What follows belongs to an exercise in optimizing a design on an open flow for small area, a short achievable clock period and few clock cycles per item; a production flow would make more cautious choices.
RTL that was checked went through simulation tests only; none was proved equivalent to the original.

==> inputs of exp/xenon <==
// seq_mac_unit
module seq_mac_unit (
    input  logic        clk_i,
    input  logic        rst_i,
    input  logic        MUL_Start_STRB_i,
    input  logic [81:0] a_i,
    input  logic [81:0] b_i,
    input  logic [81:0] acc_i,
    output logic        MUL_Done_STRB_o,
    output logic [81:0] out_o,
    output logic        busy_o
);
==> flow/config.mk <==
export PLATFORM = sky130hd
export DESIGN_NAME = seq_mac_unit
export DESIGN_NICKNAME = seq_mac_unit
export VERILOG_FILES = /design/flow/design.v
export SDC_FILE = /design/flow/constraint.sdc
export NUM_CORES = 4
export LEC_CHECK = 0
export CAP_MARGIN = 20
export CORE_MARGIN = 2
export CORE_UTILIZATION = 50
export SETUP_SLACK_MARGIN = 5
export SLEW_MARGIN = 20
export SYNTH_HIERARCHICAL = 1
==> flow/constraint.sdc <==
create_clock -name core_clock -period 8.0 [get_ports {clk_i}]
set_input_delay 1.6000 -clock core_clock [delete_from_list [all_inputs] [get_ports {clk_i}]]
set_output_delay 1.6000 -clock core_clock [all_outputs]
set_load 0.01 [all_outputs]
run.sh (not shown) runs the stock make flow with config.mk's settings and CLKGATE_MAP_FILE= SYNTH_SCRIPT=/design/flow/synth_recipe.tcl, a recipe that flattens the netlist after the stock synthesis.
==> inputs of exp/umber, as changes to exp/xenon <==
SETUP_SLACK_MARGIN = 4.2   (was 5)
==> qor summary <==
| item | exp/umber | exp/xenon |
|---|---|---|
| Run status | complete, no violations | complete, no violations |
| Resize count post-CTS | 39 | 701 |
| Layout Area Growth over Synthesis | 21.7% | 53.3% |
| Startpoint of the worst setup timing path | neg_q[4]$_DFF_P_ | x2_q[3]$_DFF_P_ |
| Clock-cell share | 3.39% | 2.92% |
| Met3 usage | 6.71% | 15.0% |
| Critical register-to-register path startpoint | neg_q[4]$_DFF_P_ | x2_q[3]$_DFF_P_ |
| WL met1 | 33.9 mm | 38.5 mm |
| Sum of met3 wire segment lengths after detailed routing | 6.50 mm | 14.8 mm |
| Worst hold margin | 0.418 ns | 0.449 ns |
| Maximum frequency from static timing analysis | 264 MHz | 284 MHz |
| Starting DRC count in detailed routing | 1747 | 2499 |
| Skew-Pair Late Insertion Delay | 0.60 ns | 0.63 ns |
| Largest net degree at the start of global routing | 158 | 89 |
| Wire length of the first global-routing pass | 122 mm | 153 mm |
| Final critical delay including setup and external delays | 3.78 ns | 3.52 ns |
| Wire length after detailed routing | 83.3 mm | 110 mm |
| Endpoint of the worst register-to-register path | P_q[9]$_DFFE_PP_ | P_q[24]$_DFFE_PP_ |
| Number of standard cells in the layout, taps in and fillers out | 2928 | 3233 |
| Layout fillers | 3776 | 2834 |
Function was not checked in any run of this note: the RTL went through the layout flow alone.


==> inputs of v15 <==
seq_mac_unit, a different RTL version from the one above (not shown whole).
clock: 8.0 ns
lec_check: 0
cap_margin: 20
core_margin: 2
core_utilization: 50
setup_slack_margin: 4.2
slew_margin: 20
synth_hierarchical: 1
standard.sh (not shown) runs the stock make flow with config.mk's settings and CLKGATE_MAP_FILE= SYNTH_SCRIPT=/design/flow/synth_recipe.tcl, a recipe that flattens the netlist after the stock synthesis.
==> flow/flow/run.sh <==
#!/bin/bash
# Own flow: the standard layout (standard.sh, unchanged synthesis and
# steps), with one change: the port buffers that ORFS inserts before global
# placement are plain sky130_fd_sc_hd__buf_1 cells instead of the default
# choice. Every input and output port still gets its own buffer.
# The full make output goes to standard.log; ORFS's per-step logs stay
# under orfs/logs/.
set -euo pipefail
bash standard.sh "BUFFER_PORTS_ARGS=-buffer_cell sky130_fd_sc_hd__buf_1" finish > standard.log 2>&1
==> v17 (differences from v15) <==
--- a/flow/design.v
+++ b/flow/design.v
@@ -18,12 +18,13 @@
     logic [41:0] c_q;
     logic         rc_q;
     logic [K-1:0] RC_q;
     logic         busy_q, done_q, fin_q;
     logic [CNTW-1:0] cnt_q;
     logic [6:0] x1_q, x2_q, neg_q;
+    logic [6:0] x1b_q, x2b_q, negb_q;
     logic [6:0] x1_n, x2_n, neg_n;    
     logic [K:0] nb;
     logic [41:0] ax;
     assign ax = {A_q[40], A_q};
     logic [41:0] pp0;
     logic [41:0] pp1;
@@ -33,37 +34,44 @@
     logic [41:0] pp5;
     logic [41:0] pp6;
     assign nb = busy_q ? B_q[14:0] : {b_i[13:0], 1'b0};
     assign x1_n[0]  = nb[0] ^ nb[1];
     assign x2_n[0]  = (nb[2] & ~nb[1] & ~nb[0]) | (~nb[2] & nb[1] & nb[0]);
     assign neg_n[0] = nb[2];
-    assign pp0      = (({42{x1_q[0]}} & ax) | ({42{x2_q[0]}} & {ax[40:0], 1'b0})) ^ {42{neg_q[0]}};
+    assign pp0[20:0]  = (({21{x1_q[0]}} & ax[20:0]) | ({21{x2_q[0]}} & {ax[19:0], 1'b0})) ^ {21{neg_q[0]}};
+    assign pp0[41:21] = (({21{~x1b_q[0]}} & ax[41:21]) | ({21{~x2b_q[0]}} & ax[40:20])) ^ {21{~negb_q[0]}};
     assign x1_n[1]  = nb[2] ^ nb[3];
     assign x2_n[1]  = (nb[4] & ~nb[3] & ~nb[2]) | (~nb[4] & nb[3] & nb[2]);
     assign neg_n[1] = nb[4];
-    assign pp1      = (({42{x1_q[1]}} & ax) | ({42{x2_q[1]}} & {ax[40:0], 1'b0})) ^ {42{neg_q[1]}};
+    assign pp1[20:0]  = (({21{x1_q[1]}} & ax[20:0]) | ({21{x2_q[1]}} & {ax[19:0], 1'b0})) ^ {21{neg_q[1]}};
+    assign pp1[41:21] = (({21{~x1b_q[1]}} & ax[41:21]) | ({21{~x2b_q[1]}} & ax[40:20])) ^ {21{~negb_q[1]}};
     assign x1_n[2]  = nb[4] ^ nb[5];
     assign x2_n[2]  = (nb[6] & ~nb[5] & ~nb[4]) | (~nb[6] & nb[5] & nb[4]);
     assign neg_n[2] = nb[6];
-    assign pp2      = (({42{x1_q[2]}} & ax) | ({42{x2_q[2]}} & {ax[40:0], 1'b0})) ^ {42{neg_q[2]}};
+    assign pp2[20:0]  = (({21{x1_q[2]}} & ax[20:0]) | ({21{x2_q[2]}} & {ax[19:0], 1'b0})) ^ {21{neg_q[2]}};
+    assign pp2[41:21] = (({21{~x1b_q[2]}} & ax[41:21]) | ({21{~x2b_q[2]}} & ax[40:20])) ^ {21{~negb_q[2]}};
     assign x1_n[3]  = nb[6] ^ nb[7];
     assign x2_n[3]  = (nb[8] & ~nb[7] & ~nb[6]) | (~nb[8] & nb[7] & nb[6]);
     assign neg_n[3] = nb[8];
-    assign pp3      = (({42{x1_q[3]}} & ax) | ({42{x2_q[3]}} & {ax[40:0], 1'b0})) ^ {42{neg_q[3]}};
+    assign pp3[20:0]  = (({21{x1_q[3]}} & ax[20:0]) | ({21{x2_q[3]}} & {ax[19:0], 1'b0})) ^ {21{neg_q[3]}};
+    assign pp3[41:21] = (({21{~x1b_q[3]}} & ax[41:21]) | ({21{~x2b_q[3]}} & ax[40:20])) ^ {21{~negb_q[3]}};
     assign x1_n[4]  = nb[8] ^ nb[9];
     assign x2_n[4]  = (nb[10] & ~nb[9] & ~nb[8]) | (~nb[10] & nb[9] & nb[8]);
     assign neg_n[4] = nb[10];
-    assign pp4      = (({42{x1_q[4]}} & ax) | ({42{x2_q[4]}} & {ax[40:0], 1'b0})) ^ {42{neg_q[4]}};
+    assign pp4[20:0]  = (({21{x1_q[4]}} & ax[20:0]) | ({21{x2_q[4]}} & {ax[19:0], 1'b0})) ^ {21{neg_q[4]}};
+    assign pp4[41:21] = (({21{~x1b_q[4]}} & ax[41:21]) | ({21{~x2b_q[4]}} & ax[40:20])) ^ {21{~negb_q[4]}};
     assign x1_n[5]  = nb[10] ^ nb[11];
     assign x2_n[5]  = (nb[12] & ~nb[11] & ~nb[10]) | (~nb[12] & nb[11] & nb[10]);
     assign neg_n[5] = nb[12];
-    assign pp5      = (({42{x1_q[5]}} & ax) | ({42{x2_q[5]}} & {ax[40:0], 1'b0})) ^ {42{neg_q[5]}};
+    assign pp5[20:0]  = (({21{x1_q[5]}} & ax[20:0]) | ({21{x2_q[5]}} & {ax[19:0], 1'b0})) ^ {21{neg_q[5]}};
+    assign pp5[41:21] = (({21{~x1b_q[5]}} & ax[41:21]) | ({21{~x2b_q[5]}} & ax[40:20])) ^ {21{~negb_q[5]}};
     assign x1_n[6]  = nb[12] ^ nb[13];
     assign x2_n[6]  = (nb[14] & ~nb[13] & ~nb[12]) | (~nb[14] & nb[13] & nb[12]);
     assign neg_n[6] = nb[14];
-    assign pp6      = (({42{x1_q[6]}} & ax) | ({42{x2_q[6]}} & {ax[40:0], 1'b0})) ^ {42{neg_q[6]}};
+    assign pp6[20:0]  = (({21{x1_q[6]}} & ax[20:0]) | ({21{x2_q[6]}} & {ax[19:0], 1'b0})) ^ {21{neg_q[6]}};
+    assign pp6[41:21] = (({21{~x1b_q[6]}} & ax[41:21]) | ({21{~x2b_q[6]}} & ax[40:20])) ^ {21{~negb_q[6]}};
     logic fs0, fc0, fs1, fc1, fs2, fc2, fs3, fc3, fs4, fc4, fs5, fc5, fs6, fc6, fs7, fc7, fs8, fc8, fs9, fc9, fs10, fc10, fs11, fc11, fs12, fc12, fs13, fc13, fs14, fc14, fs15, fc15, fs16, fc16, fs17, fc17, fs18, fc18, fs19, fc19, fs20, fc20, fs21, fc21, fs22, fc22, fs23, fc23, fs24, fc24, fs25, fc25, fs26, fc26, fs27, fc27, fs28, fc28, fs29, fc29, fs30, fc30, fs31, fc31, fs32, fc32, fs33, fc33, fs34, fc34, fs35, fc35, fs36, fc36, fs37, fc37, fs38, fc38, fs39, fc39, fs40, fc40, fs41, fc41, fs42, fc42, fs43, fc43, fs44, fc44, fs45, fc45, fs46, fc46, fs47, fc47, fs48, fc48, fs49, fc49, fs50, fc50, fs51, fc51, fs52, fc52, fs53, fc53, fs54, fc54, fs55, fc55, fs56, fc56, fs57, fc57, fs58, fc58, fs59, fc59, fs60, fc60, fs61, fc61, fs62, fc62, fs63, fc63, fs64, fc64, fs65, fc65, fs66, fc66, fs67, fc67, fs68, fc68, fs69, fc69, fs70, fc70, fs71, fc71, fs72, fc72, fs73, fc73, fs74, fc74, fs75, fc75, fs76, fc76, fs77, fc77, fs78, fc78, fs79, fc79, fs80, fc80, fs81, fc81, fs82, fc82, fs83, fc83, fs84, fc84, fs85, fc85, fs86, fc86, fs87, fc87, fs88, fc88, fs89, fc89, fs90, fc90, fs91, fc91, fs92, fc92, fs93, fc93, fs94, fc94, fs95, fc95, fs96, fc96, fs97, fc97, fs98, fc98, fs99, fc99, fs100, fc100, fs101, fc101, fs102, fc102, fs103, fc103, fs104, fc104, fs105, fc105, fs106, fc106, fs107, fc107, fs108, fc108, fs109, fc109, fs110, fc110, fs111, fc111, fs112, fc112, fs113, fc113, fs114, fc114, fs115, fc115, fs116, fc116, fs117, fc117, fs118, fc118, fs119, fc119, fs120, fc120, fs121, fc121, fs122, fc122, fs123, fc123, fs124, fc124, fs125, fc125, fs126, fc126, fs127, fc127, fs128, fc128, fs129, fc129, fs130, fc130, fs131, fc131, fs132, fc132, fs133, fc133, fs134, fc134, fs135, fc135, fs136, fc136, fs137, fc137, fs138, fc138, fs139, fc139, fs140, fc140, fs141, fc141, fs142, fc142, fs143, fc143, fs144, fc144, fs145, fc145, fs146, fc146, fs147, fc147, fs148, fc148, fs149, fc149, fs150, fc150, fs151, fc151, fs152, fc152, fs153, fc153, fs154, fc154, fs155, fc155, fs156, fc156, fs157, fc157, fs158, fc158, fs159, fc159, fs160, fc160, fs161, fc161, fs162, fc162, fs163, fc163, fs164, fc164, fs165, fc165, fs166, fc166, fs167, fc167, fs168, fc168, fs169, fc169, fs170, fc170, fs171, fc171, fs172, fc172, fs173, fc173, fs174, fc174, fs175, fc175, fs176, fc176, fs177, fc177, fs178, fc178, fs179, fc179, fs180, fc180, fs181, fc181, fs182, fc182, fs183, fc183, fs184, fc184, fs185, fc185, fs186, fc186, fs187, fc187, fs188, fc188, fs189, fc189, fs190, fc190, fs191, fc191, fs192, fc192, fs193, fc193, fs194, fc194, fs195, fc195, fs196, fc196, fs197, fc197, fs198, fc198, fs199, fc199, fs200, fc200, fs201, fc201, fs202, fc202, fs203, fc203, fs204, fc204, fs205, fc205, fs206, fc206, fs207, fc207, fs208, fc208, fs209, fc209, fs210, fc210, fs211, fc211, fs212, fc212, fs213, fc213, fs214, fc214, fs215, fc215, fs216, fc216, fs217, fc217, fs218, fc218, fs219, fc219, fs220, fc220, fs221, fc221, fs222, fc222, fs223, fc223, fs224, fc224, fs225, fc225, fs226, fc226, fs227, fc227, fs228, fc228, fs229, fc229, fs230, fc230, fs231, fc231, fs232, fc232, fs233, fc233, fs234, fc234, fs235, fc235, fs236, fc236, fs237, fc237, fs238, fc238, fs239, fc239, fs240, fc240, fs241, fc241, fs242, fc242, fs243, fc243, fs244, fc244, fs245, fc245, fs246, fc246, fs247, fc247, fs248, fc248, fs249, fc249, fs250, fc250, fs251, fc251, fs252, fc252, fs253, fc253, fs254, fc254, fs255, fc255, fs256, fc256, fs257, fc257, fs258, fc258, fs259, fc259, fs260, fc260, fs261, fc261, fs262, fc262, fs263, fc263, fs264, fc264, fs265, fc265, fs266, fc266, fs267, fc267, fs268, fc268, fs269, fc269, fs270, fc270, fs271, fc271, fs272, fc272, fs273, fc273, fs274, fc274, fs275, fc275, fs276, fc276, fs277, fc277, fs278, fc278, fs279, fc279, fs280, fc280, fs281, fc281, fs282, fc282, fs283, fc283, fs284, fc284, fs285, fc285, fs286, fc286, fs287, fc287, fs288, fc288, fs289, fc289, fs290, fc290, fs291, fc291, fs292, fc292, fs293, fc293, fs294, fc294, fs295, fc295, fs296, fc296, fs297, fc297, fs298, fc298, fs299, fc299, fs300, fc300, fs301, fc301, fs302, fc302, fs303, fc303, fs304, fc304, fs305, fc305, fs306, fc306, fs307, fc307, fs308, fc308, fs309, fc309, fs310, fc310, fs311, fc311, fs312, fc312, fs313, fc313, fs314, fc314, fs315, fc315, fs316, fc316, fs317, fc317, fs318, fc318, fs319, fc319, fs320, fc320, fs321, fc321, fs322, fc322, fs323, fc323, fs324, fc324, fs325, fc325, fs326, fc326, fs327, fc327, fs328, fc328, fs329, fc329, fs330, fc330, fs331, fc331, fs332, fc332, fs333, fc333, fs334, fc334, fs335, fc335, fs336, fc336, fs337, fc337, fs338, fc338, fs339, fc339, fs340, fc340, fs341, fc341, fs342, fc342;
     csa_ha ufs0 (.a(P_q[12]), .b(c_q[12]), .s(fs0), .co(fc0));
     csa_ha ufs1 (.a(P_q[13]), .b(c_q[13]), .s(fs1), .co(fc1));
     csa_ha ufs2 (.a(P_q[14]), .b(c_q[14]), .s(fs2), .co(fc2));
     csa_ha ufs3 (.a(P_q[15]), .b(c_q[15]), .s(fs3), .co(fc3));
     csa_ha ufs4 (.a(P_q[16]), .b(c_q[16]), .s(fs4), .co(fc4));
@@ -459,21 +467,27 @@
             c_q  <= cs_c[55:K];
             rc_q <= rc_n;
             RC_q <= cs_c[13:0];
             x1_q <= x1_n;
             x2_q <= x2_n;
             neg_q <= neg_n;
+            x1b_q <= ~x1_n;
+            x2b_q <= ~x2_n;
+            negb_q <= ~neg_n;
         end else begin
             A_q  <= a_i[40:0];
             B_q  <= {b_i[40], b_i[40:13]};
             c_q  <= 42'(1) << 41;
             rc_q <= 1'b0;
             RC_q <= '0;
             x1_q <= x1_n;
             x2_q <= x2_n;
             neg_q <= neg_n;
+            x1b_q <= ~x1_n;
+            x2b_q <= ~x2_n;
+            negb_q <= ~neg_n;
         end
     end
     assign out_o = {P_q[39:0], P_q[81:40]};
     assign MUL_Done_STRB_o = done_q;
     assign busy_o = busy_q;
 endmodule
--- a/flow/config.mk
+++ b/flow/config.mk
@@ -5,9 +5,10 @@
 export SDC_FILE = /design/flow/constraint.sdc
 export NUM_CORES = 4
 export LEC_CHECK = 0
 export CAP_MARGIN = 20
 export CORE_MARGIN = 2
 export CORE_UTILIZATION = 50
+export CTS_BUF_LIST = sky130_fd_sc_hd__clkbuf_8
 export SETUP_SLACK_MARGIN = 4.2
 export SLEW_MARGIN = 20
 export SYNTH_HIERARCHICAL = 1
==> v1 (differences from v15) <==
--- a/flow/design.v
+++ b/flow/design.v
@@ -18,12 +18,13 @@
     logic [41:0] c_q;
     logic         rc_q;
     logic [K-1:0] RC_q;
     logic         busy_q, done_q, fin_q;
     logic [CNTW-1:0] cnt_q;
     logic [6:0] x1_q, x2_q, neg_q;
+    logic [6:0] x1b_q, x2b_q, negb_q;
     logic [6:0] x1_n, x2_n, neg_n;    
     logic [K:0] nb;
     logic [41:0] ax;
     assign ax = {A_q[40], A_q};
     logic [41:0] pp0;
     logic [41:0] pp1;
@@ -33,37 +34,44 @@
     logic [41:0] pp5;
     logic [41:0] pp6;
     assign nb = busy_q ? B_q[14:0] : {b_i[13:0], 1'b0};
     assign x1_n[0]  = nb[0] ^ nb[1];
     assign x2_n[0]  = (nb[2] & ~nb[1] & ~nb[0]) | (~nb[2] & nb[1] & nb[0]);
     assign neg_n[0] = nb[2];
-    assign pp0      = (({42{x1_q[0]}} & ax) | ({42{x2_q[0]}} & {ax[40:0], 1'b0})) ^ {42{neg_q[0]}};
+    assign pp0[20:0]  = (({21{x1_q[0]}} & ax[20:0]) | ({21{x2_q[0]}} & {ax[19:0], 1'b0})) ^ {21{neg_q[0]}};
+    assign pp0[41:21] = (({21{~x1b_q[0]}} & ax[41:21]) | ({21{~x2b_q[0]}} & ax[40:20])) ^ {21{~negb_q[0]}};
     assign x1_n[1]  = nb[2] ^ nb[3];
     assign x2_n[1]  = (nb[4] & ~nb[3] & ~nb[2]) | (~nb[4] & nb[3] & nb[2]);
     assign neg_n[1] = nb[4];
-    assign pp1      = (({42{x1_q[1]}} & ax) | ({42{x2_q[1]}} & {ax[40:0], 1'b0})) ^ {42{neg_q[1]}};
+    assign pp1[20:0]  = (({21{x1_q[1]}} & ax[20:0]) | ({21{x2_q[1]}} & {ax[19:0], 1'b0})) ^ {21{neg_q[1]}};
+    assign pp1[41:21] = (({21{~x1b_q[1]}} & ax[41:21]) | ({21{~x2b_q[1]}} & ax[40:20])) ^ {21{~negb_q[1]}};
     assign x1_n[2]  = nb[4] ^ nb[5];
     assign x2_n[2]  = (nb[6] & ~nb[5] & ~nb[4]) | (~nb[6] & nb[5] & nb[4]);
     assign neg_n[2] = nb[6];
-    assign pp2      = (({42{x1_q[2]}} & ax) | ({42{x2_q[2]}} & {ax[40:0], 1'b0})) ^ {42{neg_q[2]}};
+    assign pp2[20:0]  = (({21{x1_q[2]}} & ax[20:0]) | ({21{x2_q[2]}} & {ax[19:0], 1'b0})) ^ {21{neg_q[2]}};
+    assign pp2[41:21] = (({21{~x1b_q[2]}} & ax[41:21]) | ({21{~x2b_q[2]}} & ax[40:20])) ^ {21{~negb_q[2]}};
     assign x1_n[3]  = nb[6] ^ nb[7];
     assign x2_n[3]  = (nb[8] & ~nb[7] & ~nb[6]) | (~nb[8] & nb[7] & nb[6]);
     assign neg_n[3] = nb[8];
-    assign pp3      = (({42{x1_q[3]}} & ax) | ({42{x2_q[3]}} & {ax[40:0], 1'b0})) ^ {42{neg_q[3]}};
+    assign pp3[20:0]  = (({21{x1_q[3]}} & ax[20:0]) | ({21{x2_q[3]}} & {ax[19:0], 1'b0})) ^ {21{neg_q[3]}};
+    assign pp3[41:21] = (({21{~x1b_q[3]}} & ax[41:21]) | ({21{~x2b_q[3]}} & ax[40:20])) ^ {21{~negb_q[3]}};
     assign x1_n[4]  = nb[8] ^ nb[9];
     assign x2_n[4]  = (nb[10] & ~nb[9] & ~nb[8]) | (~nb[10] & nb[9] & nb[8]);
     assign neg_n[4] = nb[10];
-    assign pp4      = (({42{x1_q[4]}} & ax) | ({42{x2_q[4]}} & {ax[40:0], 1'b0})) ^ {42{neg_q[4]}};
+    assign pp4[20:0]  = (({21{x1_q[4]}} & ax[20:0]) | ({21{x2_q[4]}} & {ax[19:0], 1'b0})) ^ {21{neg_q[4]}};
+    assign pp4[41:21] = (({21{~x1b_q[4]}} & ax[41:21]) | ({21{~x2b_q[4]}} & ax[40:20])) ^ {21{~negb_q[4]}};
     assign x1_n[5]  = nb[10] ^ nb[11];
     assign x2_n[5]  = (nb[12] & ~nb[11] & ~nb[10]) | (~nb[12] & nb[11] & nb[10]);
     assign neg_n[5] = nb[12];
-    assign pp5      = (({42{x1_q[5]}} & ax) | ({42{x2_q[5]}} & {ax[40:0], 1'b0})) ^ {42{neg_q[5]}};
+    assign pp5[20:0]  = (({21{x1_q[5]}} & ax[20:0]) | ({21{x2_q[5]}} & {ax[19:0], 1'b0})) ^ {21{neg_q[5]}};
+    assign pp5[41:21] = (({21{~x1b_q[5]}} & ax[41:21]) | ({21{~x2b_q[5]}} & ax[40:20])) ^ {21{~negb_q[5]}};
     assign x1_n[6]  = nb[12] ^ nb[13];
     assign x2_n[6]  = (nb[14] & ~nb[13] & ~nb[12]) | (~nb[14] & nb[13] & nb[12]);
     assign neg_n[6] = nb[14];
-    assign pp6      = (({42{x1_q[6]}} & ax) | ({42{x2_q[6]}} & {ax[40:0], 1'b0})) ^ {42{neg_q[6]}};
+    assign pp6[20:0]  = (({21{x1_q[6]}} & ax[20:0]) | ({21{x2_q[6]}} & {ax[19:0], 1'b0})) ^ {21{neg_q[6]}};
+    assign pp6[41:21] = (({21{~x1b_q[6]}} & ax[41:21]) | ({21{~x2b_q[6]}} & ax[40:20])) ^ {21{~negb_q[6]}};
     logic fs0, fc0, fs1, fc1, fs2, fc2, fs3, fc3, fs4, fc4, fs5, fc5, fs6, fc6, fs7, fc7, fs8, fc8, fs9, fc9, fs10, fc10, fs11, fc11, fs12, fc12, fs13, fc13, fs14, fc14, fs15, fc15, fs16, fc16, fs17, fc17, fs18, fc18, fs19, fc19, fs20, fc20, fs21, fc21, fs22, fc22, fs23, fc23, fs24, fc24, fs25, fc25, fs26, fc26, fs27, fc27, fs28, fc28, fs29, fc29, fs30, fc30, fs31, fc31, fs32, fc32, fs33, fc33, fs34, fc34, fs35, fc35, fs36, fc36, fs37, fc37, fs38, fc38, fs39, fc39, fs40, fc40, fs41, fc41, fs42, fc42, fs43, fc43, fs44, fc44, fs45, fc45, fs46, fc46, fs47, fc47, fs48, fc48, fs49, fc49, fs50, fc50, fs51, fc51, fs52, fc52, fs53, fc53, fs54, fc54, fs55, fc55, fs56, fc56, fs57, fc57, fs58, fc58, fs59, fc59, fs60, fc60, fs61, fc61, fs62, fc62, fs63, fc63, fs64, fc64, fs65, fc65, fs66, fc66, fs67, fc67, fs68, fc68, fs69, fc69, fs70, fc70, fs71, fc71, fs72, fc72, fs73, fc73, fs74, fc74, fs75, fc75, fs76, fc76, fs77, fc77, fs78, fc78, fs79, fc79, fs80, fc80, fs81, fc81, fs82, fc82, fs83, fc83, fs84, fc84, fs85, fc85, fs86, fc86, fs87, fc87, fs88, fc88, fs89, fc89, fs90, fc90, fs91, fc91, fs92, fc92, fs93, fc93, fs94, fc94, fs95, fc95, fs96, fc96, fs97, fc97, fs98, fc98, fs99, fc99, fs100, fc100, fs101, fc101, fs102, fc102, fs103, fc103, fs104, fc104, fs105, fc105, fs106, fc106, fs107, fc107, fs108, fc108, fs109, fc109, fs110, fc110, fs111, fc111, fs112, fc112, fs113, fc113, fs114, fc114, fs115, fc115, fs116, fc116, fs117, fc117, fs118, fc118, fs119, fc119, fs120, fc120, fs121, fc121, fs122, fc122, fs123, fc123, fs124, fc124, fs125, fc125, fs126, fc126, fs127, fc127, fs128, fc128, fs129, fc129, fs130, fc130, fs131, fc131, fs132, fc132, fs133, fc133, fs134, fc134, fs135, fc135, fs136, fc136, fs137, fc137, fs138, fc138, fs139, fc139, fs140, fc140, fs141, fc141, fs142, fc142, fs143, fc143, fs144, fc144, fs145, fc145, fs146, fc146, fs147, fc147, fs148, fc148, fs149, fc149, fs150, fc150, fs151, fc151, fs152, fc152, fs153, fc153, fs154, fc154, fs155, fc155, fs156, fc156, fs157, fc157, fs158, fc158, fs159, fc159, fs160, fc160, fs161, fc161, fs162, fc162, fs163, fc163, fs164, fc164, fs165, fc165, fs166, fc166, fs167, fc167, fs168, fc168, fs169, fc169, fs170, fc170, fs171, fc171, fs172, fc172, fs173, fc173, fs174, fc174, fs175, fc175, fs176, fc176, fs177, fc177, fs178, fc178, fs179, fc179, fs180, fc180, fs181, fc181, fs182, fc182, fs183, fc183, fs184, fc184, fs185, fc185, fs186, fc186, fs187, fc187, fs188, fc188, fs189, fc189, fs190, fc190, fs191, fc191, fs192, fc192, fs193, fc193, fs194, fc194, fs195, fc195, fs196, fc196, fs197, fc197, fs198, fc198, fs199, fc199, fs200, fc200, fs201, fc201, fs202, fc202, fs203, fc203, fs204, fc204, fs205, fc205, fs206, fc206, fs207, fc207, fs208, fc208, fs209, fc209, fs210, fc210, fs211, fc211, fs212, fc212, fs213, fc213, fs214, fc214, fs215, fc215, fs216, fc216, fs217, fc217, fs218, fc218, fs219, fc219, fs220, fc220, fs221, fc221, fs222, fc222, fs223, fc223, fs224, fc224, fs225, fc225, fs226, fc226, fs227, fc227, fs228, fc228, fs229, fc229, fs230, fc230, fs231, fc231, fs232, fc232, fs233, fc233, fs234, fc234, fs235, fc235, fs236, fc236, fs237, fc237, fs238, fc238, fs239, fc239, fs240, fc240, fs241, fc241, fs242, fc242, fs243, fc243, fs244, fc244, fs245, fc245, fs246, fc246, fs247, fc247, fs248, fc248, fs249, fc249, fs250, fc250, fs251, fc251, fs252, fc252, fs253, fc253, fs254, fc254, fs255, fc255, fs256, fc256, fs257, fc257, fs258, fc258, fs259, fc259, fs260, fc260, fs261, fc261, fs262, fc262, fs263, fc263, fs264, fc264, fs265, fc265, fs266, fc266, fs267, fc267, fs268, fc268, fs269, fc269, fs270, fc270, fs271, fc271, fs272, fc272, fs273, fc273, fs274, fc274, fs275, fc275, fs276, fc276, fs277, fc277, fs278, fc278, fs279, fc279, fs280, fc280, fs281, fc281, fs282, fc282, fs283, fc283, fs284, fc284, fs285, fc285, fs286, fc286, fs287, fc287, fs288, fc288, fs289, fc289, fs290, fc290, fs291, fc291, fs292, fc292, fs293, fc293, fs294, fc294, fs295, fc295, fs296, fc296, fs297, fc297, fs298, fc298, fs299, fc299, fs300, fc300, fs301, fc301, fs302, fc302, fs303, fc303, fs304, fc304, fs305, fc305, fs306, fc306, fs307, fc307, fs308, fc308, fs309, fc309, fs310, fc310, fs311, fc311, fs312, fc312, fs313, fc313, fs314, fc314, fs315, fc315, fs316, fc316, fs317, fc317, fs318, fc318, fs319, fc319, fs320, fc320, fs321, fc321, fs322, fc322, fs323, fc323, fs324, fc324, fs325, fc325, fs326, fc326, fs327, fc327, fs328, fc328, fs329, fc329, fs330, fc330, fs331, fc331, fs332, fc332, fs333, fc333, fs334, fc334, fs335, fc335, fs336, fc336, fs337, fc337, fs338, fc338, fs339, fc339, fs340, fc340, fs341, fc341, fs342, fc342;
     csa_ha ufs0 (.a(P_q[12]), .b(c_q[12]), .s(fs0), .co(fc0));
     csa_ha ufs1 (.a(P_q[13]), .b(c_q[13]), .s(fs1), .co(fc1));
     csa_ha ufs2 (.a(P_q[14]), .b(c_q[14]), .s(fs2), .co(fc2));
     csa_ha ufs3 (.a(P_q[15]), .b(c_q[15]), .s(fs3), .co(fc3));
     csa_ha ufs4 (.a(P_q[16]), .b(c_q[16]), .s(fs4), .co(fc4));
@@ -459,21 +467,27 @@
             c_q  <= cs_c[55:K];
             rc_q <= rc_n;
             RC_q <= cs_c[13:0];
             x1_q <= x1_n;
             x2_q <= x2_n;
             neg_q <= neg_n;
+            x1b_q <= ~x1_n;
+            x2b_q <= ~x2_n;
+            negb_q <= ~neg_n;
         end else begin
             A_q  <= a_i[40:0];
             B_q  <= {b_i[40], b_i[40:13]};
             c_q  <= 42'(1) << 41;
             rc_q <= 1'b0;
             RC_q <= '0;
             x1_q <= x1_n;
             x2_q <= x2_n;
             neg_q <= neg_n;
+            x1b_q <= ~x1_n;
+            x2b_q <= ~x2_n;
+            negb_q <= ~neg_n;
         end
     end
     assign out_o = {P_q[39:0], P_q[81:40]};
     assign MUL_Done_STRB_o = done_q;
     assign busy_o = busy_q;
 endmodule
--- a/flow/config.mk
+++ b/flow/config.mk
@@ -5,9 +5,9 @@
 export SDC_FILE = /design/flow/constraint.sdc
 export NUM_CORES = 4
 export LEC_CHECK = 0
 export CAP_MARGIN = 20
 export CORE_MARGIN = 2
 export CORE_UTILIZATION = 50
-export SETUP_SLACK_MARGIN = 4.2
+export SETUP_SLACK_MARGIN = 4.0
 export SLEW_MARGIN = 20
 export SYNTH_HIERARCHICAL = 1
==> qor summary <==
                                                                                       v1                       v17                    v15
Smallest setup slack after layout                                                 4.10 ns                   4.20 ns                4.24 ns
Insertion delay of the later-clocked pin in the worst-skew pair                   0.56 ns                   0.63 ns                0.60 ns
Global-route wire length before repair                                             115 mm                    115 mm                 122 mm
Run status                                               no timing/DRC/antenna violations  no timing/DRC/antenna violations  no timing/DRC/antenna violations
GR Util All Layers                                                                  30.5%                     30.6%                  33.7%
Hpwl dp                                                                           58.5 mm                   58.5 mm                57.3 mm
Deepest level of the CTS H-tree                                                         2                         2                      1
Count of inserted antenna diode cells                                                   0                         0                      2
Layout sequential cell count                                                          254                       254                    233
Post-detailed-route via-to-cell ratio                                                6.11                      6.05                   6.37
Startpoint of the most critical register-to-register path                        x1b_q[1]                   x1_q[1]                x2_q[4]
Cts repair resizes                                                                      6                        30                     24
DRT Wirelength                                                                    76.4 mm                   76.8 mm                82.6 mm
WP data required                                                                  8.25 ns                   8.35 ns                8.34 ns
Unrepaired setup endpoints after global routing                                     false                      true                   true
Met2 wire length                                                                  36.4 mm                   36.2 mm                39.7 mm
Sum of routed wire segments on met1                                               32.0 mm                   31.7 mm                32.2 mm
Placed standard-cell area                                                      25100 um^2                25100 um^2             24700 um^2
Die width                                                                          223 um                    223 um                 221 um
Ratio of cells with drive above 1 in the final layout                               6.67%                     9.36%                  8.64%
Crit path max-delay cell type                                    sky130_fd_sc_hd__dfxtp_1  sky130_fd_sc_hd__dfxtp_2  sky130_fd_sc_hd__fa_1
Number of non-filler instances in the completed layout                               3013                      3071                   3006
Testbench counts of v17, summed over its fixed seeds: cycles 16,000, ops 3,200.
Testbench counts of v1, summed over its fixed seeds: cycles 16,000, ops 3,200.
The RTL of v15 was laid out without a check of its function.

port drivers added, routing unchanged:
In the flow no input, the clock included, has a driving cell. The finished layouts below were timed again as built, in two steps. Step 1 sets driving cells, clkbuf_16 on the clock port and buf_2 on the other inputs (assumed; they add their load-dependent delay and slew). Step 2 adds t to the input delays and takes it off the output delays; t is the mean of the earliest and latest rising clock arrival at the registers after step 1. Input paths then give back, and output paths get back, about the clock's delay inside the block. Three values: ideal, step 1, step 2; two values: the first two.
run	t (ns)	setup WS [ns]	hold slack, ns
exp/xenon	0.678	4.482 / 4.482 / 4.482	0.449 / 0.449 / 0.449
exp/umber	0.649	4.218 / 4.218 / 4.113	0.418 / 0.418 / 0.418
v15	0.653	4.244 / 4.244 / 4.244	0.431 / 0.431 / 0.431
v17	0.663	4.195 / 4.195 / 4.195	0.420 / 0.420 / 0.420
v1	0.602	4.100 / 4.100 / 4.100	0.420 / 0.420 / 0.420
After both steps every run listed still meets setup and hold. For exp/umber, which loses most, drivers alone change the setup slack by 0.000 ns; drivers and shift together by -0.105 ns.
